What follows belongs to an exercise in optimizing a design on an open flow for small area, a short achievable clock period and few clock cycles per item; a production flow would make more cautious choices.
Only simulation tests tie the RTL to the original design; equivalence was not proved.

File: design.v
module maze_generator #(
  parameter logic [15:0] DEFAULT_SEED = 16'hACE1
) (
  input  logic         clk,
  input  logic         resetn,
  input  logic         start,
  input  logic [15:0]  seed,
  output logic [624:0] maze,
  output logic         load,
  output logic         busy
);
  localparam int N  = 12;
  localparam int BD = 15;    
  logic [N-2:0] h [N];
  logic [N-1:0] v [N];
  logic [N-1:0] yoh;             
  logic [N-1:0] col;             
  logic [15:0]  lfsr;
  logic [3:0]   came;            
  logic [7:0]   cnt;             
  logic [1:0]   bs [BD];         
  logic         fin;             
  function automatic int md(input int i);
    md = (i + N) % N;
  endfunction
  logic [N-1:0] vis_up, vis_dn;    
  logic [N+1:0] vis_row;           
  always_comb begin
    vis_row[0]   = 1'b1;
    vis_row[N+1] = 1'b1;
    for (int x = 0; x < N; x++) begin
      vis_up[x]    = v[N-2][x] | v[N-1][x] |
                     ((x > 0)   ? h[N-1][(x>0)?x-1:0] : 1'b0) |
                     ((x < N-1) ? h[N-1][(x<N-1)?x:0] : 1'b0);
      vis_dn[x]    = v[0][x] | v[1][x] |
                     ((x > 0)   ? h[1][(x>0)?x-1:0] : 1'b0) |
                     ((x < N-1) ? h[1][(x<N-1)?x:0] : 1'b0);
      vis_row[x+1] = v[N-1][x] | v[0][x] |
                     ((x > 0)   ? h[0][(x>0)?x-1:0] : 1'b0) |
                     ((x < N-1) ? h[0][(x<N-1)?x:0] : 1'b0);
    end
  end
  logic [3:0] blk, wall;    
  always_comb begin
    blk = {1'b0, yoh[N-1], 1'b0, yoh[0]};
    wall = '0;
    for (int x = 0; x < N; x++) begin
      blk[0]  |= col[x] & vis_up[x];
      blk[1]  |= col[x] & vis_row[x+2];
      blk[2]  |= col[x] & vis_dn[x];
      blk[3]  |= col[x] & vis_row[x];
      wall[0] |= col[x] & v[N-1][x];
      wall[2] |= col[x] & v[0][x];
      if (x < N-1) wall[1] |= col[x] & h[0][(x<N-1)?x:0];
      if (x > 0)   wall[3] |= col[x] & h[0][(x>0)?x-1:0];
    end
  end
  logic [3:0] avail, rot, first, dir;
  logic       carve_any;
  always_comb begin
    avail = ~blk;
    carve_any = |avail;
    rot   = 4'({avail, avail} >> lfsr[1:0]);
    first = rot[0] ? 4'b0001 : rot[1] ? 4'b0010 : rot[2] ? 4'b0100 : 4'b1000;
    dir   = 4'({first, first} >> (3'd4 - {1'b0, lfsr[1:0]}));
  end
  logic [3:0] cand, bs_oh, pd, mv;
  logic       two_walls, branch, root;
  always_comb begin
    cand      = wall & ~came;
    branch    = ((wall[0] & wall[1]) & (wall[2] | wall[3])) |
                ((wall[2] & wall[3]) & (wall[0] | wall[1]));
    two_walls = ((wall[0] & wall[1]) | (wall[2] & wall[3]) |
                 ((wall[0] | wall[1]) & (wall[2] | wall[3]))) & ~branch;
    bs_oh     = 4'b0001 << bs[0];
    pd        = branch ? bs_oh : cand;
    root      = yoh[0] & col[0];
    mv        = carve_any ? dir : pd;
  end
  wire step     = busy & ~fin;
  wire do_carve = step & carve_any;
  wire do_pop   = step & ~carve_any;
  wire accept   = start & ~busy;
  wire last     = do_carve & (cnt == 8'd142);
  wire fin_up = |yoh[N/2:1];
  wire rot_up = busy & (fin ? fin_up  : mv[0]);
  wire rot_dn = busy & (fin ? ~fin_up : mv[2]);
  wire mv_rt  = step & mv[1];
  wire mv_lt  = step & mv[3];
  logic [N-1:0] yoh_nx;
  always_comb
    for (int y = 0; y < N; y++)
      yoh_nx[y] = (rot_up & yoh[md(y+1)]) |
                  (rot_dn & yoh[md(y-1)]) |
                  (~rot_up & ~rot_dn & yoh[y]);
  wire done = busy & (last | fin) & yoh_nx[0];
  wire [15:0] s0       = (seed == 16'd0) ? DEFAULT_SEED : seed;
  wire        first_dn = (s0[1:0] == 2'd2);
  always_ff @(posedge clk or negedge resetn) begin
    if (!resetn) begin
      busy <= 1'b0;
      load <= 1'b0;
    end else if (accept) begin
      busy <= 1'b1;
      load <= 1'b0;
    end else if (done) begin
      busy <= 1'b0;
      load <= 1'b1;
    end
  end
  always_ff @(posedge clk) begin
    if (accept) begin
      lfsr <= {s0[14:0], s0[15] ^ s0[13] ^ s0[12] ^ s0[10]};
      yoh  <= first_dn ? 12'b10 : 12'b1;
      col  <= first_dn ? 12'b1  : 12'b10;
      came <= first_dn ? 4'b0100 : 4'b0010;
      cnt  <= 8'd1;
      fin  <= 1'b0;
    end else begin
      if (last) fin <= 1'b1;
      if (do_carve) begin
        lfsr <= {lfsr[14:0], lfsr[15] ^ lfsr[13] ^ lfsr[12] ^ lfsr[10]};
        cnt  <= cnt + 8'd1;
      end
      if (step) came <= carve_any ? dir : {pd[1:0], pd[3:2]};
      yoh <= yoh_nx;
      for (int x = 0; x < N; x++)
        col[x] <= (mv_lt & ((x < N-1) ? col[(x<N-1)?x+1:0] : 1'b0)) |
                  (mv_rt & ((x > 0)   ? col[(x>0)?x-1:0]   : 1'b0)) |
                  (~mv_lt & ~mv_rt & col[x]);
    end
  end
  wire bs_push = do_carve & two_walls & ~root;
  wire bs_pop  = do_pop & branch & ~bs_push;
  wire bs_hold = ~bs_push & ~bs_pop;
  wire [1:0] bs_in = cand[1] ? 2'd1 : cand[2] ? 2'd2 : cand[3] ? 2'd3 : 2'd0;
  always_ff @(posedge clk)
    for (int i = 0; i < BD; i++)
      bs[i] <= ({2{bs_push}} & ((i == 0) ? bs_in : bs[(i>0)?i-1:0])) |
               ({2{bs_pop}}  & ((i < BD-1) ? bs[(i<BD-1)?i+1:0] : 2'd0)) |
               ({2{bs_hold}} & bs[i]);
  wire c_up = do_carve & dir[0];
  wire c_rt = do_carve & dir[1];
  wire c_dn = do_carve & dir[2];
  wire c_lt = do_carve & dir[3];
  wire s_up = ~accept & rot_up;
  wire s_dn = ~accept & rot_dn;
  wire s_hd = ~accept & ~rot_up & ~rot_dn;
  always_ff @(posedge clk) begin
    for (int j = 0; j < N; j++) begin
      for (int x = 0; x < N-1; x++)
        h[j][x] <= (s_up & h[md(j-1)][x]) | (s_dn & h[md(j+1)][x]) | (s_hd & h[j][x]) |
                   ((j == 0) & ((c_rt & col[x]) | (c_lt & col[x+1]))) |
                   ((j == 0) & (x == 0) & accept & ~first_dn);
      for (int x = 0; x < N; x++)
        v[j][x] <= (s_up & v[md(j-1)][x]) | (s_dn & v[md(j+1)][x]) | (s_hd & v[j][x]) |
                   ((j == 0) & c_up & col[x]) | ((j == N-1) & c_dn & col[x]) |
                   ((j == N-1) & (x == 0) & accept & first_dn);
    end
  end
  localparam int NB = 8;     
  localparam int NL = 6;     
  logic [NB-1:0] busy_c;
  logic [NL-1:0] load_c;
  always_ff @(posedge clk or negedge resetn) begin
    if (!resetn) begin
      busy_c <= '0;
      load_c <= '0;
    end else begin
      for (int i = 0; i < NB; i++) busy_c[i] <= accept | (busy_c[i] & ~done);
      for (int i = 0; i < NL; i++) load_c[i] <= ~accept & (load_c[i] | done);
    end
  end
  always_comb begin
    for (int i = 0; i < 625; i++) maze[i] = busy_c[i % NB];
    for (int y = 0; y < N; y++)
      for (int x = 0; x < N; x++)
        maze[(2*y+1)*25 + 2*x+1] = load_c[(y*N + x) % NL];
    for (int y = 0; y < N; y++)
      for (int x = 0; x < N-1; x++)
        maze[(2*y+1)*25 + 2*x+2] = h[y][x];
    for (int y = 0; y < N-1; y++)
      for (int x = 0; x < N; x++)
        maze[(2*y+2)*25 + 2*x+1] = v[y][x];
  end
endmodule
File: flow/run.sh
#!/bin/bash
# The standard layout (the standard.sh: standard synthesis, floorplan,
# placement, CTS, routing) with some ORFS variables set on the make command
# line: port buffers are buf_1 cells, and repair_timing aims for more setup
# slack than the 12 ns constraint needs, so that the achieved period is
# pushed down. All of make's output goes to orfs_make.log; ORFS's own logs
# are under orfs/logs.
set -euo pipefail
bash standard.sh BUFFER_PORTS_ARGS="-buffer_cell sky130_fd_sc_hd__buf_1" SETUP_SLACK_MARGIN=8.0 CTS_CLUSTER_SIZE=30 CTS_CLUSTER_DIAMETER=150 finish > orfs_make.log 2>&1
File: standard.sh
#!/bin/bash
# synth_recipe.tcl (not shown) runs the flow's synth.tcl, then flattens the netlist and writes it again
# the make line also repeats each setting of config.mk as NAME=value (left out here)
make -C /OpenROAD-flow-scripts/flow DESIGN_CONFIG=/design/flow/config.mk WORK_HOME=/design/flow/orfs CLKGATE_MAP_FILE= SYNTH_SCRIPT=/design/flow/synth_recipe.tcl "${@:-finish}"
File: config.mk
export PLATFORM = sky130hd
export DESIGN_NAME = maze_generator
export DESIGN_NICKNAME = maze_generator
export VERILOG_FILES = /design/flow/design.v
export SDC_FILE = /design/flow/constraint.sdc
export NUM_CORES = 4
export LEC_CHECK = 0
export CAP_MARGIN = 20
export CORE_MARGIN = 2
export CORE_UTILIZATION = 40
export SLEW_MARGIN = 20
File: constraint.sdc
create_clock -name core_clock -period 12.0 [get_ports {clk}]
set_input_delay 2.4000 -clock core_clock [delete_from_list [all_inputs] [get_ports {clk}]]
set_output_delay 2.4000 -clock core_clock [all_outputs]
set_load 0.01 [all_outputs]
==> flow_summary.toml, run 1 <==
[drt]
wl_microns = 66900
drc = 0
first_pass_iters = 13
postRouteAntennaNets = 0
viasPerCell = 6.03
initialDrtViolationCount = 3075
vias = 16600
wire_per_inst_microns = 24.3

[timing]
setup_slack_ns = 8.07
worst_slew_pin_slew_ns = 0.981
finalHoldViolations = 0
period_share_pct = 32.8
drv_slew = 0
grt_setup_unrepaired = "false"
finalSetupTns_ns = 0
layout_min_cycle_time_ns = 3.93
worst_hold_slack_ns = 0.466
fmax_ghz = 0.254
finClkSkew_ns = 0.0297
relSlewSlack_pct = 34.4
setup_viol = 0

[setup_path]
crit_buf_inv = 1
required_ns = 9.60
cp_max_fo = 13
r2r-start = "v[0][9]$_DFF_P_"
crit_type = "flip-flop to output port"
crit_path_max_incr_delay_ns = 0.77
crit_chain = "buf_1"
arrival_ns = 1.53
cp-start-kind = "flip-flop"
cp_slowest_cell = "dfrtp_1"
crit_family = "flip-flops"
critPathCaptureType = "output port"
worstSetupStartpoint = "busy_c[3]$_DFF_PN0_"

[final_layout]
multi_input_area_sq_um = 6290
stdcell_count = 2755
final_cell_mix = "buf_1 (644), dfxtp_1 (304), inv_1 (261), a222oi_1 (261), nand2_1 (155)"
fin_util_pct = 43.9
filler_cell_count = 4372
drive_gt1_share_pct = 7.58
antennaDiodeCount = 0
area_delta_synth_final_pct = 7.78
stdcell_area_sq_um = 19500
regArea_sq_um = 7860
nets = 2182
final_common_cell = "buf_1"

[yosys]
syn-cell-area_sq_um = 18100
yosysWarnings = 4
synth_compound_area_share_pct = 24.7
ys_ff_latch = 375
synth_top_family_by_area = "compound AO/OA/AOI/OAI gates"
syn_inst = 1942
synthAdderAreaFrac_pct = 0.374
synth_nets = 1964
yosys.area_share.simple_pct = 7.04
synth_edf_count = 20
syn_area_per_cell_sq_um = 9.31
synth_mux_area_share_pct = 0.408
synthArstFlopShare_pct = 4.27
synth-xor-area-share_pct = 0.726
synthDistinctLibCells = 65
ys_seq_area_share_pct = 43.1
synth_ff_type = "dfxtp_1"

[floorplan]
die-area_sq_um = 46900
ios = 646
num_rows = 77
dieWidth_microns = 217
die_y_microns = 217
start_util_pct = 40.7
core_sq_um = 44400

[global_route]
grt_first_pass_wirelength_microns = 93700
grt_pass1_vias = 14300
antenna_found_initial = 0
grt.overflow.total = 0
track_usage_pct = 25.6
grt_max_degree = 99

[clocking]
clk_pin_slew_ns = 0.12
cts_tree = "yes"
cts_sinks = 375
clock_latency_ns = 0.54
hold_buffers = 0
clockBufferDepth = 3
cts-htree-levels = 1
numCtsBuffers = 16
cts-root-buf = "clkbuf_16"

[place]
dpl-instance-area_sq_um = 18100
pre_cts_ws_ns = 6.52
place.gp.congestion = 0.966
place_hpwl_microns = 43700
portBuffers = 645
dp.cells = 2701

[job]
drv_cap = 0

[status]
status = "timing/DRC/antenna clean"

[hold_path]
min-delay-start = "bs[5][1]$_DFF_P_"
hold_path.class = "flip-flop to flip-flop"
## synthesized netlist by cell type, types with 5 or more instances
master    count  area [sq um]
edfxtp_1     20           601
o41ai_1      34           298
o21ai_0      17          85.1
buf_4       348          2610
buf_2        89           445
nand4_1       9          56.3
o21a_1        9          67.6
nor2_1       52           195
inv_1       261           980
o31ai_1      15           113
dfxtp_1     339          6790
a22oi_1      49           368
a21oi_1      25           125
nand3_1       9          45.0
xnor2_1       6          52.6
dfrtp_1      16           400
nand2b_1      7          43.8
nand2_1     157           589
nor4_1       12          75.1
o22ai_1       5          31.3
nor3_1       10          50.1
a221o_1      31           310
a22o_1        9          78.8
xor2_1        9          78.8
and3_1        6          37.5
clkbuf_1     56           210
a221oi_1     11          96.3
a222oi_1    261          2610
## cell families (layout without fill, tap and decap cells)
logic type	Yosys count	after routing
AOI/OAI and AO/OA	495	496
xor gates and xnor gates	15	15
adders and majority gates	6	6
buffers and inverters	758	977
DFF	375	375
muxes	7	7
and+or+nand+nor	286	287
## metal layers
layer | wire, microns | up-vias | global-route usage (%)
met2 | 30600 | 1151 | 40.2
met1 | 26200 | 8007 | 34.6
met3 | 7640 | 155 | 5.88
met4 | 2510 | 0 | 8.38
met5 | 0 | - | 0
li1 | - | 7287 | -
## flip-flops by register name (all words and copies together) (netlist names)
register  flops
col          12
load_c        6
v           144
h           132
bs           30
cnt           8
fin           1
came          4
yoh          12
lfsr         16
busy          1
busy_c        8
load          1
## path summary, 6_finish.rpt
kind	slack (ns)	cells past startpoint	end
max	8.07	1	maze[603]
min	0.47	2	bs[5][1]$_DFF_P_
max reg2reg	8.07	12	busy_c[4]$_DFF_PN0_
min reg2reg	0.47	2	bs[5][1]$_DFF_P_
max in group asynchronous	9.41	1	load_c[0]$_DFF_PN0_
min in group asynchronous	1.95	1	busy_c[0]$_DFF_PN0_
## final cells by class
type	instances	area share (%)
Multi-Input combinational cell	811	32.3
Clock inverter	1	0.0835
Tap cell	592	3.80
Inverter	263	5.07
Sequential cell	375	40.3
Clock buffer	20	2.24
Timing Repair Buffer	693	16.2
## what timing repair did
item	4_1_cts	5_1_grt
cloned	8	6
pin swaps	6	11
setup endpoints to repair	558	414
setup buffers	9	10
hold endpoints to repair	0	0
resized for setup	92	44
Testbench counts, summed over its fixed seeds: cycles 11,773, mazes 48.
==> inputs of run 2 (changes only) <==
--- a/flow/run.sh
+++ b/flow/run.sh
@@ -6,4 +6,4 @@
 # pushed down. All of make's output goes to orfs_make.log; ORFS's own logs
 # are under orfs/logs.
 set -euo pipefail
-bash standard.sh BUFFER_PORTS_ARGS="-buffer_cell sky130_fd_sc_hd__buf_1" SETUP_SLACK_MARGIN=8.0 CTS_CLUSTER_SIZE=30 CTS_CLUSTER_DIAMETER=150 finish > orfs_make.log 2>&1
+bash standard.sh BUFFER_PORTS_ARGS="-buffer_cell sky130_fd_sc_hd__buf_1" SETUP_SLACK_MARGIN=8.0 CTS_CLUSTER_SIZE=20 CTS_CLUSTER_DIAMETER=120 finish > orfs_make.log 2>&1
==> run 2 against run 1 <==
Effect of this change: still clean; area after synthesis stayed put; sequential share of layout area is 0.35 points lower; final area is 0.77% higher; utilization is 0.34 points higher; die area stayed put; non-clock buffer count is 3 lower; flip-flop and latch count stayed put; critical path depth is 11 higher.
==> flow_summary.toml, run 2 <==
[floorplan]
die-area_sq_um = 46900
die_y_microns = 217
start_util_pct = 40.7
ios = 646
num_rows = 77
dieWidth_microns = 217
core_sq_um = 44400

[final_layout]
reg_top3 = "v: 144 flops, h: 132 flops, bs: 30 flops"
nets = 2185
area_delta_synth_final_pct = 8.61
drive_gt1_share_pct = 7.61
regMostFlops = "v"
largest_reg_flops = 144
final_cell_mix = "buf_1 (644), dfxtp_1 (308), inv_1 (261), a222oi_1 (261), nand2_1 (154)"
fin_util_pct = 44.2
final_common_cell = "buf_1"
antennaDiodeCount = 0
stdcell_count = 2759

[clocking]
cts-root-buf = "clkbuf_16"
numCtsBuffers = 22
cts_sinks = 375
hold_buffers = 0
cts_tree = "yes"
clk_pin_slew_ns = 0.08
clockBufferDepth = 3
clock_latency_ns = 0.55
cts-htree-levels = 1

[drt]
drc = 0
viasPerCell = 6.03
initialDrtViolationCount = 2922
vias = 16600
wl_microns = 66600
postRouteAntennaNets = 0
first_pass_iters = 14
wire_per_inst_microns = 24.1

[timing]
worst_slew_pin_slew_ns = 1.09
period_share_pct = 34.2
finalHoldViolations = 0
drv_slew = 0
finalSetupTns_ns = 0
setup_viol = 0
relSlewSlack_pct = 27.0
finClkSkew_ns = 0.0145
layout_min_cycle_time_ns = 4.11
fmax_ghz = 0.243
setup_slack_ns = 7.89
grt_setup_unrepaired = "false"

[yosys]
synthArstFlopShare_pct = 4.27
synth.largest_area_cell = "dfxtp_1"
synth_top_area_share_pct = 37.5
ys_seq_area_share_pct = 43.1
synth_most_common_cell = "buf_4"
syn-cell-area_sq_um = 18100
syn_area_per_cell_sq_um = 9.31
yosysWarnings = 4
synth_nets = 1964
synth_common_cells = "buf_4 (348), dfxtp_1 (339), a222oi_1 (261), inv_1 (261), nand2_1 (157)"
ys_ff_latch = 375
ys_top_cells_by_area = "dfxtp_1 (38%), a222oi_1 (14%), buf_4 (14%)"
synthDistinctLibCells = 65
synth_ff_type = "dfxtp_1"
synth_edf_count = 20
syn_inst = 1942

[setup_path]
crit_buf_inv = 2
r2r-start = "h[1][6]$_DFF_P_"
crit_path_max_incr_delay_ns = 0.59
critPathCaptureType = "flip-flop"
cp_slowest_cell = "o41ai_1"
cp-start-kind = "flip-flop"
crit_chain = "o41ai_1 > o221ai_2 > or4_4 > and4_1 > a31oi_1 > and2_4 > o31ai_4 > buf_6 > buf_4 > or4b_4 > a311o_2 > o21a_1"
cp_max_fo = 16
arrival_ns = 4.55
crit_type = "flip-flop to flip-flop"
crit_family = "compound AO/OA/AOI/OAI gates"
worstSetupStartpoint = "h[1][6]$_DFF_P_"
required_ns = 12.44

[place]
place.gp.congestion = 0.966
pre_cts_ws_ns = 6.52
portBuffers = 645
dp.cells = 2701
place_hpwl_microns = 43700

[status]
status = "timing/DRC/antenna clean"

[hold_path]
hold_path.class = "flip-flop to flip-flop"
min-delay-start = "bs[5][1]$_DFF_P_"

[global_route]
antenna_found_initial = 0
track_usage_pct = 25.7
grt_first_pass_wirelength_microns = 93900
grt_max_degree = 99
grt.overflow.total = 0
grt_pass1_vias = 14400

[job]
drv_cap = 0
run 2: kinds of logic (layout without fill, tap and decap cells):
family	Yosys count	in the layout	synth area share, %
buf+inv	758	981	23.7
mux	7	7	0.408
compound gates	495	496	24.7
simple gates	286	287	7.04
flops	375	375	43.1
xor+xnor	15	15	0.727
fa+ha+maj	6	6	0.374
run 2: layout make-up:
class / count / area, sq um
clock buffer: 27 / 591
clock inverter: 1 / 30.0
fill: 4343 / 24800
inverter: 263 / 987
multi-input combinational: 811 / 6300
sequential: 375 / 7850
tap: 592 / 741
timing repair buffer: 690 / 3130
run 2: final timing paths:
check                      depth (start not counted)  slack, ns                   to
setup reg to reg                                  12       7.89  busy_c[4]$_DFF_PN0_
setup / recovery                                  12       7.89  busy_c[4]$_DFF_PN0_
min in group asynchronous                          1       1.95  busy_c[0]$_DFF_PN0_
hold / removal                                     2       0.46     bs[5][1]$_DFF_P_
max in group asynchronous                          1       9.41  busy_c[2]$_DFF_PN0_
hold reg to reg                                    2       0.46     bs[5][1]$_DFF_P_
run 2: metal layers:
layer / vias up / GRT usage (%) / part of all wire [%]
li1: 7293 / - / -
met5: - / 0 / 0
met3: 119 / 5.77 / 12
met2: 1138 / 40.6 / 46
met4: 0 / 8.26 / 3.2
met1: 8073 / 34.7 / 39
run 2: worst register-to-register path: stages (launching register included):
cell      delay (ns)
dfxtp_1         0.45
o41ai_1         0.59
o221ai_2        0.25
or4_4           0.53
and4_1          0.22
a31oi_1         0.17
and2_4          0.19
o31ai_4         0.09
buf_6           0.15
buf_4           0.20
or4b_4          0.56
a311o_2         0.45
o21a_1          0.15
run 2: repair_timing:
action                     4_1_cts  5_1_grt
pin swaps                        7       13
setup buffers                    9        8
gates resized for setup         96       37
setup endpoints to repair      556      439
gates cloned                     8        5
run 2: metrics by stage:
stage | cell area, sq um | hold WS, ns
final | 19600 | 0.463
after global routing | 19600 | 0.484
after CTS | 19300 | 0.467
after detailed placement | 18100 | 0.455
after global placement | 18100 | 0.446
after floorplan | 18100 | 0.435
==> inputs of run 3 (changes only) <==
--- a/design.v
+++ b/design.v
@@ -158,24 +158,11 @@
                    ((j == N-1) & (x == 0) & accept & first_dn);
     end
   end
-  localparam int NB = 8;     
-  localparam int NL = 6;     
-  logic [NB-1:0] busy_c;
-  logic [NL-1:0] load_c;
-  always_ff @(posedge clk or negedge resetn) begin
-    if (!resetn) begin
-      busy_c <= '0;
-      load_c <= '0;
-    end else begin
-      for (int i = 0; i < NB; i++) busy_c[i] <= accept | (busy_c[i] & ~done);
-      for (int i = 0; i < NL; i++) load_c[i] <= ~accept & (load_c[i] | done);
-    end
-  end
   always_comb begin
-    for (int i = 0; i < 625; i++) maze[i] = busy_c[i % NB];
+    maze = {625{busy}};
     for (int y = 0; y < N; y++)
       for (int x = 0; x < N; x++)
-        maze[(2*y+1)*25 + 2*x+1] = load_c[(y*N + x) % NL];
+        maze[(2*y+1)*25 + 2*x+1] = load;
     for (int y = 0; y < N; y++)
       for (int x = 0; x < N-1; x++)
         maze[(2*y+1)*25 + 2*x+2] = h[y][x];
==> run 3 against run 2 <==
Effect of this change: fmax up 2.6%; final area down 1.9%; synthesized cell count down 1.2%; still clean on timing, DRC and antenna; non-clock buffer count up 11; worst hold slack about the same; sequential share of layout area down 1.2 points.
==> flow_summary.toml, run 3 <==
[place]
dp.cells = 2659
place.gp.congestion = 0.928
place_hpwl_microns = 36900
portBuffers = 645
dpl-instance-area_sq_um = 17500

[final_layout]
stdcell_count = 2732
reg_top3 = "v: 144 flops, h: 132 flops, bs: 30 flops"
final_cell_mix = "buf_1 (624), dfxtp_1 (317), a222oi_1 (272)"
filler_cell_count = 4285
final_common_cell = "buf_1"
stdcell_area_sq_um = 19300
largest_reg_flops = 144
nets = 2158
antennaDiodeCount = 0
drive_gt1_share_pct = 7.43
area_delta_synth_final_pct = 8.50
regMostFlops = "v"

[yosys]
synthDistinctLibCells = 58
synth_common_cells = "buf_4 (363), dfxtp_1 (339), a222oi_1 (272)"
yosysWarnings = 4
synth_nets = 1940
syn_area_per_cell_sq_um = 9.26
ys_seq_area_share_pct = 41.9
syn-cell-area_sq_um = 17800
syn_inst = 1918
ys_top_cells_by_area = "dfxtp_1 (38%), buf_4 (15%), a222oi_1 (15%)"
synth_edf_count = 20
synth_ff_type = "dfxtp_1"
ys_ff_latch = 361
synth_top_area_share_pct = 38.2
synth.largest_area_cell = "dfxtp_1"
synthArstFlopShare_pct = 0.554
synth_most_common_cell = "buf_4"

[clocking]
cts-root-buf = "clkbuf_16"
cts_sinks = 361
numCtsBuffers = 22
clk_pin_slew_ns = 0.09
clockBufferDepth = 3
cts_tree = "yes"
clock_latency_ns = 0.55
cts-htree-levels = 1

[hold_path]
hold_end = "bs[11][1]$_DFF_P_"
hold_path_depth = 2
hold_path.class = "flip-flop to flip-flop"
min-delay-start = "bs[11][1]$_DFF_P_"

[status]
status = "timing/DRC/antenna clean"

[drt]
initialDrtViolationCount = 3056
vias = 16000
viasPerCell = 5.85
wl_microns = 58600
wire_per_inst_microns = 21.4
first_pass_iters = 17
drc = 0
postRouteAntennaNets = 0

[setup_path]
worstRegToRegCells = 12
arrival_ns = 1.61
timing.rr.end = "h[4][8]$_DFF_P_"
crit_type = "flip-flop to output port"
required_ns = 9.60
cp_max_fo = 11
cp-start-kind = "flip-flop"
critPathCaptureType = "output port"
r2r-start = "h[0][7]$_DFF_P_"
reg2reg_slack_ns = 8.13

[timing]
setup_viol = 0
fmax_ghz = 0.250
drv_slew = 0
layout_min_cycle_time_ns = 4.01
relSlewSlack_pct = 37.2
finalSetupTns_ns = 0
worst_hold_slack_ns = 0.462
period_share_pct = 33.4
finClkSkew_ns = 0.0253
worst_slew_pin_slew_ns = 0.938
grt_setup_unrepaired = "true"
finalHoldViolations = 0

[floorplan]
num_rows = 77
start_util_pct = 40.3
ios = 646
die_y_microns = 215
dieWidth_microns = 215
die-area_sq_um = 46100
core_sq_um = 44000

[global_route]
grt_max_degree = 112
track_usage_pct = 22.9
grt_pass1_vias = 13700
antenna_found_initial = 0
grt_first_pass_wirelength_microns = 84800
grt.overflow.total = 0

[job]
drv_cap = 0
## run 3: final cells by class
type                            instances  area (sq um)  area share [%]
Sequential cell                       361          7470            38.8
Multi-Input combinational cell        796          6030            31.3
Timing Repair Buffer                  701          3460            18.0
Inverter                              254           953            4.95
Tap cell                              592           741            3.84
Clock buffer                           27           591            3.07
Clock inverter                          1          20.0           0.104
## run 3: stage by stage
step / utilization, % / worst slack, ns
final: 43.8 / 7.99
after global routing: 43.8 / 7.95
after CTS: 42.8 / 7.90
after detailed placement: 39.8 / 5.77
after global placement: 39.8 / 5.82
after floorplan: - / 7.86
## run 3: cells by family (layout without fill, tap and decap cells)
logic type                 count (synthesis)  count (layout)  share of synthesized area, %
buffers and inverters                    763             983                          25.1
adders and majority gates                  5               5                         0.324
DFF                                      361             361                          41.9
AOI/OAI and AO/OA                        477             477                          24.1
muxes                                      6               6                         0.345
xor gates and xnor gates                  15              15                         0.740
and+or+nand+nor                          291             293                          7.47
## run 3: how the worst max path moves through the flow
stage | from | slack, ns | depth (start not counted) | to
finish | busy$_DFFE_PN0P_ | 7.99 | 3 | maze[8]
global route | busy$_DFFE_PN0P_ | 7.95 | 3 | maze[320]
CTS | busy$_DFFE_PN0P_ | 7.90 | 3 | maze[464]
detailed placement | start | 5.77 | 9 | h[0][9]$_DFF_P_
global placement | start | 5.82 | 9 | h[11][2]$_DFF_P_
floorplan | busy$_DFFE_PN0P_ | 7.86 | 1 | maze[0]
## run 3: worst max-delay path: stages (launching register included)
cell	delay (ns)
dfrtp_4	0.55
buf_12	0.16
buf_4	0.19
buf_1	0.14
## run 3: timing repair
item | CTS | global route
pin swaps | 4 | 5
endpoints found under the setup margin | 630 | 447
setup buffers | 18 | 10
gates resized for setup | 61 | 63
hold buffers | 0 | 0
gates cloned | 11 | 6
## run 3: metal layers
layer  GRT usage [%]  routed length (microns)
met1            31.0                    23400
met3            3.92                     5910
met5               0                        0
met4            7.25                     1550
met2            37.2                    27600
Testbench counts of run 3, summed over its fixed seeds: cycles 11,773, mazes 48.
==> inputs of run 4 (changes only) <==
--- a/flow/run.sh
+++ b/flow/run.sh
@@ -6,4 +6,4 @@
 # pushed down. All of make's output goes to orfs_make.log; ORFS's own logs
 # are under orfs/logs.
 set -euo pipefail
-bash standard.sh BUFFER_PORTS_ARGS="-buffer_cell sky130_fd_sc_hd__buf_1" SETUP_SLACK_MARGIN=8.0 CTS_CLUSTER_SIZE=20 CTS_CLUSTER_DIAMETER=120 finish > orfs_make.log 2>&1
+bash standard.sh BUFFER_PORTS_ARGS="-buffer_cell sky130_fd_sc_hd__buf_1" SETUP_SLACK_MARGIN=8.0 CTS_CLUSTER_SIZE=20 CTS_CLUSTER_DIAMETER=120 CORE_UTILIZATION=55 finish > orfs_make.log 2>&1
==> run 4 against run 3 <==
Effect of this change: worst hold slack improved by 0.0019 ns; non-clock buffer count fell by 10; setup slack improved by 0.018 ns; clock skew fell by 0.00050 ns; final area fell by 2.4%; register-to-register slack barely moved; fmax rose by 0.44%; utilization rose by 16 points; critical endpoint is now maze[300]; largest cell class unchanged.
==> flow_summary.toml, run 4 <==
[drt]
vias = 16100
viasPerCell = 6.35
first_pass_iters = 17
postRouteAntennaNets = 0
drc = 0
wire_per_inst_microns = 24.0
wl_microns = 60800
initialDrtViolationCount = 3135

[yosys]
syn_inst = 1918
synth_top_area_share_pct = 38.2
synthDistinctLibCells = 58
synth_common_cells = "buf_4 (363), dfxtp_1 (339), a222oi_1 (272)"
ys_top_cells_by_area = "dfxtp_1 (38%), buf_4 (15%), a222oi_1 (15%)"
synth_edf_count = 20
syn-cell-area_sq_um = 17800
synth_ff_type = "dfxtp_1"
yosysWarnings = 4
synthArstFlopShare_pct = 0.554
ys_seq_area_share_pct = 41.9
synth_nets = 1940
synth.largest_area_cell = "dfxtp_1"
syn_area_per_cell_sq_um = 9.26
ys_ff_latch = 361
synth_most_common_cell = "buf_4"

[clocking]
hold_buffers = 0
clk_pin_slew_ns = 0.09
clock_latency_ns = 0.56
numCtsBuffers = 22
cts-htree-levels = 1
cts-root-buf = "clkbuf_16"
cts_tree = "yes"
cts_sinks = 361
clockBufferDepth = 3

[timing]
fmax_ghz = 0.251
setup_viol = 0
drv_slew = 0
layout_min_cycle_time_ns = 3.99
period_share_pct = 33.2
finalHoldViolations = 0
finClkSkew_ns = 0.0248
grt_setup_unrepaired = "true"
relSlewSlack_pct = 37.7
worst_slew_pin_slew_ns = 0.931
finalSetupTns_ns = 0

[setup_path]
cp-start-kind = "flip-flop"
cp_max_fo = 22
reg2reg_slack_ns = 8.13
crit_type = "flip-flop to output port"
critPathCaptureType = "output port"
r2r-start = "v[0][2]$_DFF_P_"
worstSetupStartpoint = "busy$_DFFE_PN0P_"
arrival_ns = 1.59
required_ns = 9.60

[floorplan]
start_util_pct = 56.1
ios = 646
num_rows = 65
core_sq_um = 31600
die_y_microns = 184
die-area_sq_um = 33700
dieWidth_microns = 184

[place]
dp.cells = 2469
portBuffers = 645
place.gp.congestion = 0.918
dpl-instance-area_sq_um = 17300
place_hpwl_microns = 38300

[global_route]
grt_first_pass_wirelength_microns = 85700
grt_pass1_vias = 13400
grt_max_degree = 123
antenna_found_initial = 1
grt.overflow.total = 0
track_usage_pct = 32.6

[final_layout]
regArea_sq_um = 7470
multi_input_area_sq_um = 6050
largest_reg_flops = 144
filler_cell_count = 2882
final_common_cell = "buf_1"
drive_gt1_share_pct = 7.79
stdcell_area_sq_um = 18800
reg_top3 = "v: 144 flops, h: 132 flops, bs: 30 flops"
stdcell_count = 2534
final_cell_mix = "buf_1 (610), dfxtp_1 (315), a222oi_1 (272)"
nets = 2149
regMostFlops = "v"
area_delta_synth_final_pct = 5.91
antennaDiodeCount = 0

[hold_path]
hold_path.class = "flip-flop to flip-flop"
min-delay-start = "bs[12][1]$_DFF_P_"

[job]
drv_cap = 0

[status]
status = "timing/DRC/antenna clean"
run 4: cell counts after synthesis:
No cell type changed its count.
run 4: repair_timing:
action                     in CTS  in global routing
resized for setup              44                 83
cloned                          5                  8
pin swaps                       5                  8
setup endpoints to repair     625                503
buffers inserted               18                  5
run 4: kinds of logic after synthesis:
family / Yosys count / synth area share, %
mux: 6 / 0.345
simple gates: 291 / 7.47
compound gates: 477 / 24.1
fa+ha+maj: 5 / 0.324
xor+xnor: 15 / 0.740
buf+inv: 763 / 25.1
flops: 361 / 41.9
run 4: per-layer routing:
layer  global-route usage [%]  vias to the layer above  wire length (microns)
met5                        0                        -                     15
met4                     9.82                        2                   1900
met3                     5.73                      125                   6630
met2                     49.3                     1024                  27100
met1                     47.3                     7826                  25100
li1                         -                     7123                      -
run 4: cell type report:
cell class	count	share of cell area, %
clock buffer	27	3.03
clock inverter	2	0.266
inverter	254	5.07
multi-input combinational	797	32.2
sequential	361	39.7
tap	402	2.67
timing repair buffer	691	17.1
run 4: worst paths after layout:
path | endpoint | cells past startpoint
max | maze[300] | 3
min reg2reg | bs[12][1]$_DFF_P_ | 2
max reg2reg | h[8][3]$_DFF_P_ | 15
max in group asynchronous | busy$_DFFE_PN0P_ | 1
min in group asynchronous | load$_DFFE_PN0P_ | 1
min | bs[12][1]$_DFF_P_ | 2
run 4: stage by stage:
| stage | util [%] | hold slack (ns) | setup WS (ns) |
|---|---|---|---|
| floorplan | - | 0.435 | 7.86 |
| global placement | 54.7 | 0.447 | 6.34 |
| detailed placement | 54.7 | 0.454 | 6.36 |
| CTS | 58.1 | 0.466 | 7.96 |
| global route | 59.4 | 0.481 | 7.92 |
| finish | 59.4 | 0.464 | 8.01 |
run 4: worst max-delay path, stage by stage, from the launching register on:
cell	delay [ns]
dfrtp_4	0.50
buf_12	0.16
clkbuf_16	0.20
clkbuf_2	0.15
==> inputs of run 5 (changes only) <==
--- a/flow/run.sh
+++ b/flow/run.sh
@@ -6,4 +6,4 @@
 # pushed down. All of make's output goes to orfs_make.log; ORFS's own logs
 # are under orfs/logs.
 set -euo pipefail
-bash standard.sh BUFFER_PORTS_ARGS="-buffer_cell sky130_fd_sc_hd__buf_1" SETUP_SLACK_MARGIN=8.0 CTS_CLUSTER_SIZE=20 CTS_CLUSTER_DIAMETER=120 CORE_UTILIZATION=55 finish > orfs_make.log 2>&1
+bash standard.sh BUFFER_PORTS_ARGS="-buffer_cell sky130_fd_sc_hd__buf_1" SETUP_SLACK_MARGIN=8.0 CTS_CLUSTER_SIZE=25 CTS_CLUSTER_DIAMETER=120 CORE_UTILIZATION=55 finish > orfs_make.log 2>&1
==> run 5 against run 4 <==
Effect of this change: wire length is 1.1% lower; area after synthesis stayed put; utilization is 0.73 points lower; worst hold slack better by 0.0019 ns; final area is 1.2% lower.
==> flow_summary.toml, run 5 <==
[final_layout]
area_delta_synth_final_pct = 4.60
drive_gt1_share_pct = 6.49
nets = 2146
stdcell_count = 2529
final_common_cell = "buf_1"
largest_reg_flops = 144
regMostFlops = "v"
reg_top3 = "v: 144 flops, h: 132 flops, bs: 30 flops"
antennaDiodeCount = 0
filler_cell_count = 2903
final_cell_mix = "buf_1 (631), dfxtp_1 (317), a222oi_1 (272)"

[global_route]
grt_first_pass_wirelength_microns = 84800
antenna_found_initial = 2
grt.overflow.total = 0
grt_pass1_vias = 13300
grt_max_degree = 123
track_usage_pct = 32.2

[yosys]
synthDistinctLibCells = 58
synth_common_cells = "buf_4 (363), dfxtp_1 (339), a222oi_1 (272)"
yosys.area_share.simple_pct = 7.47
synth_top_area_share_pct = 38.2
synth_nets = 1940
ys_ff_latch = 361
syn_inst = 1918
synth-xor-area-share_pct = 0.740
synth_mux_area_share_pct = 0.345
syn-cell-area_sq_um = 17800
ys_seq_area_share_pct = 41.9
synth_edf_count = 20
synthAdderAreaFrac_pct = 0.324
synth.largest_area_cell = "dfxtp_1"
synth_most_common_cell = "buf_4"
ys_top_cells_by_area = "dfxtp_1 (38%), buf_4 (15%), a222oi_1 (15%)"
synth_compound_area_share_pct = 24.1
synth_top_family_by_area = "buffers and inverters"
syn_area_per_cell_sq_um = 9.26
yosysWarnings = 4
synthArstFlopShare_pct = 0.554
synth_ff_type = "dfxtp_1"

[timing]
worst_slew_pin_slew_ns = 0.929
grt_setup_unrepaired = "true"
finalSetupTns_ns = 0
layout_min_cycle_time_ns = 4.00
drv_slew = 0
relSlewSlack_pct = 37.8
finalHoldViolations = 0
fmax_ghz = 0.250
setup_viol = 0
period_share_pct = 33.4
finClkSkew_ns = 0.0242
worst_hold_slack_ns = 0.466

[hold_path]
min-delay-start = "bs[12][1]$_DFF_P_"
hold_path.class = "flip-flop to flip-flop"
hold_end = "bs[12][1]$_DFF_P_"
hold_path_depth = 2

[clocking]
cts-htree-levels = 1
cts_tree = "yes"
cts_sinks = 361
clockBufferDepth = 3
clock_latency_ns = 0.54
clk_pin_slew_ns = 0.10
cts-root-buf = "clkbuf_16"
numCtsBuffers = 18

[place]
dp.cells = 2469
place.gp.congestion = 0.918
portBuffers = 645
place_hpwl_microns = 38300

[setup_path]
required_ns = 9.60
crit_type = "flip-flop to output port"
reg2reg_slack_ns = 8.11
cp-start-kind = "flip-flop"
arrival_ns = 1.60
timing.rr.end = "h[2][9]$_DFF_P_"
cp_max_fo = 44
worstRegToRegCells = 12
critPathCaptureType = "output port"
r2r-start = "h[0][6]$_DFF_P_"

[floorplan]
dieWidth_microns = 184
core_sq_um = 31600
start_util_pct = 56.1
num_rows = 65
die-area_sq_um = 33700
die_y_microns = 184
ios = 646

[drt]
drc = 0
initialDrtViolationCount = 3096
vias = 16100
first_pass_iters = 17
viasPerCell = 6.38
wire_per_inst_microns = 23.8
wl_microns = 60100
postRouteAntennaNets = 0

[job]
drv_cap = 0

[status]
status = "timing/DRC/antenna clean"
run 5: changes by cell type in the layout (fill, tap and decap cells not counted), moves of 3 or more:
cell	delta
clkbuf_2	-17
buf_1	+21
clkbuf_16	-4
buf_4	+3
buf_6	-4
run 5: repair_timing:
action                     4_1_cts  5_1_grt
gates resized for setup         43       51
cloned                           4        7
hold buffers                     0        0
hold endpoints to repair         0        0
setup endpoints to repair      623      573
pin swaps                        5        6
buffers inserted                18        8
run 5: per-layer routing:
layer  vias up  track usage, %  wire (microns)
li1       7129               -               -
met1      7737            46.3           24000
met2      1174            49.3           27200
met3       102            6.48            7400
met4         4            8.48            1480
met5         -               0              29
run 5: logic make-up (layout without fill, tap and decap cells):
| family | Yosys count | after routing |
|---|---|---|
| AOI/OAI and AO/OA | 477 | 477 |
| muxes | 6 | 6 |
| and+or+nand+nor | 291 | 294 |
| adders and majority gates | 5 | 5 |
| DFF | 361 | 361 |
| buffers and inverters | 763 | 969 |
| xor gates and xnor gates | 15 | 15 |
run 5: layout make-up:
cell class / instances / area (sq um) / area share, %
Clock inverter: 2 / 32.5 / 0.175
Inverter: 254 / 953 / 5.13
Timing Repair Buffer: 692 / 3120 / 16.8
Tap cell: 402 / 503 / 2.71
Clock buffer: 21 / 462 / 2.49
Multi-Input combinational cell: 797 / 6030 / 32.5
Sequential cell: 361 / 7470 / 40.2
run 5: how the worst max path moves through the flow:
stage                     startpoint         endpoint  slack, ns  cells past startpoint
detailed placement             start  h[0][5]$_DFF_P_       6.36                      8
CTS                 busy$_DFFE_PN0P_        maze[304]       7.99                      2
finish              busy$_DFFE_PN0P_        maze[552]       8.00                      3
global placement               start  h[0][0]$_DFF_P_       6.34                      8
global route        busy$_DFFE_PN0P_         maze[70]       7.95                      3
floorplan           busy$_DFFE_PN0P_          maze[0]       7.86                      1
run 5: critical path, stage by stage (launching register included):
cell     delay (ns)
dfrtp_4        0.56
buf_4          0.17
buf_16         0.16
buf_1          0.16
run 5: metrics by stage:
stage / area, sq um / utilization (%) / setup slack, ns
after CTS: 18200 / 57.5 / 7.99
final: 18600 / 58.7 / 8.00
after floorplan: 17800 / - / 7.86
after global routing: 18600 / 58.7 / 7.95
after global placement: 17300 / 54.7 / 6.34
after detailed placement: 17300 / 54.7 / 6.36
==> inputs of run 6 (changes only) <==
--- a/flow/run.sh
+++ b/flow/run.sh
@@ -6,4 +6,4 @@
 # pushed down. All of make's output goes to orfs_make.log; ORFS's own logs
 # are under orfs/logs.
 set -euo pipefail
-bash standard.sh BUFFER_PORTS_ARGS="-buffer_cell sky130_fd_sc_hd__buf_1" SETUP_SLACK_MARGIN=8.0 CTS_CLUSTER_SIZE=25 CTS_CLUSTER_DIAMETER=120 CORE_UTILIZATION=55 finish > orfs_make.log 2>&1
+bash standard.sh BUFFER_PORTS_ARGS="-buffer_cell sky130_fd_sc_hd__buf_1" SETUP_SLACK_MARGIN=8.0 CTS_CLUSTER_SIZE=25 CTS_CLUSTER_DIAMETER=120 CORE_UTILIZATION=65 finish > orfs_make.log 2>&1
==> run 6 against run 5 <==
Effect of this change: the run now fails in 3_2_place_iop; area after synthesis did not move; synthesized cell count did not move.
==> flow_summary.toml, run 6 <==
[status]
stop_stage = "3_2_place_iop"
status = "aborted with a tool error"
firstError = "[ERROR PPL-0024] Number of IO pins (646) exceeds maximum number of available positions (606). Increase the die perimeter from 677.10um to 878.56um."

[yosys]
synth.largest_area_cell = "dfxtp_1"
ys_seq_area_share_pct = 41.9
ys_ff_latch = 361
synth_nets = 1940
synth_common_cells = "buf_4 (363), dfxtp_1 (339), a222oi_1 (272)"
synthArstFlopShare_pct = 0.554
syn-cell-area_sq_um = 17800
syn_inst = 1918
synthDistinctLibCells = 58
synth_most_common_cell = "buf_4"
synth_top_area_share_pct = 38.2
ys_top_cells_by_area = "dfxtp_1 (38%), buf_4 (15%), a222oi_1 (15%)"
yosysWarnings = 4
syn_area_per_cell_sq_um = 9.26
synth_ff_type = "dfxtp_1"
synth_edf_count = 20

[floorplan]
dieWidth_microns = 169
die_y_microns = 169
num_rows = 60
start_util_pct = 66.1
[run 6: cell counts after synthesis]
No cell type changed its count.
[run 6: kinds of logic after synthesis]
family | after synthesis | share of synthesized area (%)
flip-flops | 361 | 41.9
AO/OA/AOI/OAI | 477 | 24.1
buffers and inverters | 763 | 25.1
adder cells (fa/ha/maj) | 5 | 0.324
multiplexers | 6 | 0.345
AND/OR/NAND/NOR | 291 | 7.47
XOR/XNOR | 15 | 0.740
==> inputs of run 7 (changes only) <==
--- a/flow/run.sh
+++ b/flow/run.sh
@@ -6,4 +6,4 @@
 # pushed down. All of make's output goes to orfs_make.log; ORFS's own logs
 # are under orfs/logs.
 set -euo pipefail
-bash standard.sh BUFFER_PORTS_ARGS="-buffer_cell sky130_fd_sc_hd__buf_1" SETUP_SLACK_MARGIN=8.0 CTS_CLUSTER_SIZE=25 CTS_CLUSTER_DIAMETER=120 CORE_UTILIZATION=65 finish > orfs_make.log 2>&1
+bash standard.sh BUFFER_PORTS_ARGS="-buffer_cell sky130_fd_sc_hd__buf_1" SETUP_SLACK_MARGIN=8.0 TNS_END_PERCENT=50 CTS_CLUSTER_SIZE=25 CTS_CLUSTER_DIAMETER=120 CORE_UTILIZATION=55 finish > orfs_make.log 2>&1
==> run 7 against run 6 <==
Effect of this change: the run now finishes clean; area after synthesis unchanged; synthesized cell count unchanged.
==> flow_summary.toml, run 7 <==
[status]
status = "timing/DRC/antenna clean"

[timing]
worst_slew_pin_slew_ns = 0.947
fmax_ghz = 0.250
period_share_pct = 33.3
grt_setup_unrepaired = "true"
drv_slew = 0
relSlewSlack_pct = 36.6
finClkSkew_ns = 0.0237
setup_viol = 0
setup_slack_ns = 8.00
finalSetupTns_ns = 0
finalHoldViolations = 0
layout_min_cycle_time_ns = 4.00

[global_route]
grt_max_degree = 123
antenna_found_initial = 1
grt_util_met1_pct = 46.4
grt.overflow.total = 0
grt.busiest_layer = "met2"
use_met2_pct = 49.3
grt_pass1_vias = 13300
track_usage_pct = 32.1
grt_first_pass_wirelength_microns = 84600
grt_use_met3_pct = 6.00

[final_layout]
reg_top3 = "v: 144 flops, h: 132 flops, bs: 30 flops"
filler_cell_count = 2913
largest_reg_flops = 144
antennaDiodeCount = 0
regArea_sq_um = 7470
final_common_cell = "buf_1"
area_delta_synth_final_pct = 4.23
regMostFlops = "v"
final_cell_mix = "buf_1 (645), dfxtp_1 (317), a222oi_1 (272)"
nets = 2142
multi_input_area_sq_um = 6030
drive_gt1_share_pct = 5.65
stdcell_count = 2525
fin_util_pct = 58.5

[hold_path]
hold_end = "bs[12][1]$_DFF_P_"
hold_path.class = "flip-flop to flip-flop"
hold_path_depth = 2
min-delay-start = "bs[12][1]$_DFF_P_"

[drt]
postRouteAntennaNets = 0
vias = 16000
viasPerCell = 6.33
wl_microns = 59700
initialDrtViolationCount = 3226
first_pass_iters = 17
drc = 0
wire_per_inst_microns = 23.6

[clocking]
hold_buffers = 0
cts_sinks = 361
clockBufferDepth = 3
numCtsBuffers = 18
cts-htree-levels = 1
clk_pin_slew_ns = 0.10
cts_tree = "yes"
clock_latency_ns = 0.54
cts-root-buf = "clkbuf_16"

[yosys]
yosysWarnings = 4
ys_ff_latch = 361
synth_ff_type = "dfxtp_1"
syn_inst = 1918
synthDistinctLibCells = 58
ys_top_cells_by_area = "dfxtp_1 (38%), buf_4 (15%), a222oi_1 (15%)"
synth_edf_count = 20
synth_common_cells = "buf_4 (363), dfxtp_1 (339), a222oi_1 (272)"
syn-cell-area_sq_um = 17800
syn_area_per_cell_sq_um = 9.26
synth_most_common_cell = "buf_4"
synthArstFlopShare_pct = 0.554
synth.largest_area_cell = "dfxtp_1"
ys_seq_area_share_pct = 41.9
synth_nets = 1940
synth_top_area_share_pct = 38.2

[job]
drv_cap = 0

[place]
dp.cells = 2469
place_hpwl_microns = 38300
place.gp.congestion = 0.918
portBuffers = 645
pre_cts_ws_ns = 6.36

[floorplan]
ios = 646
dieWidth_microns = 184
die_y_microns = 184
num_rows = 65
die-area_sq_um = 33700
start_util_pct = 56.1
core_sq_um = 31600

[setup_path]
timing.rr.end = "h[9][1]$_DFF_P_"
r2r-start = "h[0][6]$_DFF_P_"
required_ns = 9.60
worstRegToRegCells = 12
reg2reg_slack_ns = 8.11
cp_max_fo = 88
critPathCaptureType = "output port"
arrival_ns = 1.60
cp-start-kind = "flip-flop"
crit_type = "flip-flop to output port"
run 7: cell counts after synthesis:
Identical to the previous run, type by type.
run 7: routing by layer:
metal	vias to the layer above	routed length, microns
met5	-	13
met4	2	1450
met3	95	6640
met2	1061	27200
met1	7690	24400
li1	7124	-
run 7: cell families after synthesis:
family          count (synthesis)  synth area share [%]
fa+ha+maj                       5                 0.324
flops                         361                  41.9
compound gates                477                  24.1
simple gates                  291                  7.47
mux                             6                 0.345
xor+xnor                       15                 0.740
buf+inv                       763                  25.1
run 7: worst max-delay path by stage:
stage                      from  depth (start not counted)               to  slack, ns
2_1_floorplan  busy$_DFFE_PN0P_                          1          maze[0]       7.86
3_3_place_gp              start                          8  h[0][0]$_DFF_P_       6.34
3_5_place_dp              start                          8  h[0][5]$_DFF_P_       6.36
4_1_cts        load$_DFFE_PN0P_                          2        maze[498]       7.96
5_1_grt        busy$_DFFE_PN0P_                          2         maze[70]       7.94
6_report       busy$_DFFE_PN0P_                          2        maze[552]       8.00
run 7: area by class of cell:
| type | count | share of cell area [%] |
|---|---|---|
| flip-flops and latches | 361 | 40.4 |
| well taps | 402 | 2.72 |
| clock inverters | 2 | 0.176 |
| inverters | 254 | 5.15 |
| multi-input cells | 797 | 32.6 |
| clock buffers | 21 | 2.49 |
| repair buffers | 688 | 16.5 |
run 7: stage by stage:
step | cell area, sq um | hold WS [ns]
3_5_place_dp | 17300 | 0.454
2_1_floorplan | 17800 | 0.435
5_1_grt | 18500 | 0.483
3_3_place_gp | 17300 | 0.447
6_report | 18500 | 0.466
4_1_cts | 18200 | 0.467
run 7: timing repair:
action / CTS / global route
resized for setup: 43 / 36
pin swaps: 5 / 6
cloned: 4 / 5
buffers inserted: 17 / 7
setup endpoints to repair: 623 / 619
run 7: worst max-delay path, cell delays in order (launching register included):
cell,delay (ns)
dfrtp_4,0.55
buf_16,0.27
buf_1,0.20
==> inputs of run 8 (changes only) <==
--- a/flow/run.sh
+++ b/flow/run.sh
@@ -6,4 +6,4 @@
 # pushed down. All of make's output goes to orfs_make.log; ORFS's own logs
 # are under orfs/logs.
 set -euo pipefail
-bash standard.sh BUFFER_PORTS_ARGS="-buffer_cell sky130_fd_sc_hd__buf_1" SETUP_SLACK_MARGIN=8.0 TNS_END_PERCENT=50 CTS_CLUSTER_SIZE=25 CTS_CLUSTER_DIAMETER=120 CORE_UTILIZATION=55 finish > orfs_make.log 2>&1
+bash standard.sh BUFFER_PORTS_ARGS="-buffer_cell sky130_fd_sc_hd__buf_1" SETUP_SLACK_MARGIN=8.0 CTS_CLUSTER_SIZE=25 CTS_CLUSTER_DIAMETER=120 CORE_UTILIZATION=55 PLACE_DENSITY=0.75 finish > orfs_make.log 2>&1
==> run 8 against run 7 <==
Effect of this change: still clean; non-clock buffer count down 2; final area down 0.11%; utilization down 0.063 points; critical path type unchanged; critical endpoint is now maze[618]; highest routed layer is now met4.
==> flow_summary.toml, run 8 <==
[final_layout]
stdcell_count = 2524
largest_reg_flops = 144
antennaDiodeCount = 0
reg_top3 = "v: 144 flops, h: 132 flops, bs: 30 flops"
area_delta_synth_final_pct = 4.12
final_cell_mix = "buf_1 (630), dfxtp_1 (325), a222oi_1 (272)"
regMostFlops = "v"
nets = 2140
stdcell_area_sq_um = 18500
final_common_cell = "buf_1"
drive_gt1_share_pct = 5.61

[clocking]
cts-htree-levels = 1
clock_latency_ns = 0.55
clockBufferDepth = 3
clk_pin_slew_ns = 0.10
cts_tree = "yes"
cts-root-buf = "clkbuf_16"
numCtsBuffers = 18
hold_buffers = 0
cts_sinks = 361

[yosys]
synth.largest_area_cell = "dfxtp_1"
synth_nets = 1940
syn_area_per_cell_sq_um = 9.26
syn-cell-area_sq_um = 17800
synthDistinctLibCells = 58
yosysWarnings = 4
synth_edf_count = 20
synthArstFlopShare_pct = 0.554
ys_seq_area_share_pct = 41.9
ys_top_cells_by_area = "dfxtp_1 (38%), buf_4 (15%), a222oi_1 (15%)"
syn_inst = 1918
synth_common_cells = "buf_4 (363), dfxtp_1 (339), a222oi_1 (272)"
synth_most_common_cell = "buf_4"
synth_top_area_share_pct = 38.2
synth_ff_type = "dfxtp_1"
ys_ff_latch = 361

[setup_path]
reg2reg_slack_ns = 8.05
cp-start-kind = "flip-flop"
critPathCaptureType = "output port"
arrival_ns = 1.62
timing.rr.end = "h[5][8]$_DFF_P_"
crit_path_max_incr_delay_ns = 0.57
cp_slowest_cell = "dfrtp_4"
r2r-start = "v[11][1]$_DFF_P_"
required_ns = 9.60
worstRegToRegCells = 12
crit_type = "flip-flop to output port"
cp_max_fo = 13
crit_chain = "buf_6 > clkbuf_16 > buf_1"

[global_route]
grt_first_pass_wirelength_microns = 80000
track_usage_pct = 29.7
antenna_found_initial = 0
grt_pass1_vias = 13500
grt_max_degree = 142
grt.overflow.total = 0

[drt]
wire_per_inst_microns = 22.3
viasPerCell = 6.39
initialDrtViolationCount = 3322
vias = 16100
postRouteAntennaNets = 0
wl_microns = 56300
drc = 0
first_pass_iters = 15

[hold_path]
min-delay-start = "bs[9][0]$_DFF_P_"
hold_path.class = "flip-flop to flip-flop"
hold_path_depth = 2
hold_end = "bs[9][0]$_DFF_P_"

[place]
place.gp.congestion = 0.964
dpl-instance-area_sq_um = 17300
dp.cells = 2466
place_hpwl_microns = 34900
portBuffers = 645

[floorplan]
dieWidth_microns = 184
core_sq_um = 31600
die_y_microns = 184
die-area_sq_um = 33700
ios = 646
num_rows = 65
start_util_pct = 56.1

[timing]
finalHoldViolations = 0
period_share_pct = 33.5
worst_slew_pin_slew_ns = 0.923
finClkSkew_ns = 0.0386
setup_viol = 0
finalSetupTns_ns = 0
grt_setup_unrepaired = "true"
drv_slew = 0
fmax_ghz = 0.249
relSlewSlack_pct = 38.2
layout_min_cycle_time_ns = 4.02

[job]
drv_cap = 0

[status]
status = "timing/DRC/antenna clean"
run 8: worst max-delay path by stage:
stage	startpoint	endpoint
4_1_cts	busy$_DFFE_PN0P_	maze[224]
5_1_grt	busy$_DFFE_PN0P_	maze[306]
3_3_place_gp	start	h[0][0]$_DFF_P_
3_5_place_dp	start	h[0][0]$_DFF_P_
6_report	busy$_DFFE_PN0P_	maze[618]
2_1_floorplan	busy$_DFFE_PN0P_	maze[0]
run 8: cell families after synthesis:
kind of cell | share of synthesized area [%]
AO/OA/AOI/OAI | 24.1
XOR/XNOR | 0.740
adder cells (fa/ha/maj) | 0.324
buffers and inverters | 25.1
flip-flops | 41.9
multiplexers | 0.345
AND/OR/NAND/NOR | 7.47
run 8: through the flow:
step / setup WS (ns) / hold WS [ns] / utilization, %
CTS: 7.95 / 0.466 / 57.6
detailed placement: 6.43 / 0.452 / 54.7
floorplan: 7.86 / 0.435 / -
finish: 7.98 / 0.464 / 58.4
global placement: 6.40 / 0.445 / 54.7
global route: 7.92 / 0.482 / 58.4
run 8: worst max-delay path, delay by kind of cell (launching register included):
kind | cells | cell delay (ns)
DFF | 1 | 0.57
buffers and inverters | 3 | 0.51
run 8: layout make-up:
| type | count | area, sq um |
|---|---|---|
| Fill cell | 2759 | 13200 |
| Clock buffer | 22 | 465 |
| Clock inverter | 2 | 32.5 |
| Inverter | 254 | 953 |
| Sequential cell | 361 | 7460 |
| Tap cell | 402 | 503 |
| Timing Repair Buffer | 686 | 3070 |
| Multi-Input combinational cell | 797 | 6000 |
run 8: metal layers:
| metal | wire, microns | global-route usage [%] |
|---|---|---|
| met2 | 26000 | 46.9 |
| met4 | 2430 | 11.9 |
| met5 | 0 | 0 |
| met3 | 7250 | 7.01 |
| met1 | 20600 | 39.4 |
run 8: repair_timing:
| item | CTS | global route |
|---|---|---|
| endpoints found under the setup margin | 611 | 578 |
| setup buffers | 14 | 7 |
| gates cloned | 8 | 5 |
| gates resized for setup | 33 | 48 |
| pin swaps | 4 | 7 |

[afterwards: timing with drivers on the ports]
The flow's constraints put no driver on any port. The routed layouts listed below were extracted and timed again, unchanged, in two steps. Step 1: set_driving_cell puts a clkbuf_16 on clk and a buf_2 on each other input, an assumption about the parent block. Step 2, shift: input delay + t, output delay - t, t = (earliest + latest rising clock arrival at the registers) / 2. This alone moves slack from input paths to output paths. Slacks: ideal ports / drivers / drivers and shift; pairs: ideal ports / drivers.
run | t (ns) | setup slack, ns | worst hold slack (ns) | worst register clock-pin slew, ns
run 1 | 0.587 | 8.069 / 8.010 / 7.960 | 0.466 / 0.466 / 0.466 | 0.12 / 0.12
run 2 | 0.601 | 7.891 / 7.891 / 7.891 | 0.463 / 0.463 / 0.463 | 0.09 / 0.09
run 3 | 0.593 | 7.995 / 7.935 / 7.582 | 0.462 / 0.462 / 0.462 | 0.09 / 0.09
run 4 | 0.607 | 8.012 / 7.957 / 7.497 | 0.464 / 0.464 / 0.464 | 0.10 / 0.10
run 5 | 0.586 | 7.997 / 7.941 / 7.537 | 0.466 / 0.466 / 0.466 | 0.12 / 0.12
run 7 | 0.585 | 8.000 / 7.945 / 7.545 | 0.466 / 0.466 / 0.466 | 0.12 / 0.12
run 8 | 0.588 | 7.981 / 7.927 / 7.686 | 0.464 / 0.464 / 0.464 | 0.11 / 0.11
After both steps every run listed still meets setup and hold. For run 4, which loses most, drivers alone change the setup slack by -0.055 ns; drivers and shift together by -0.515 ns.
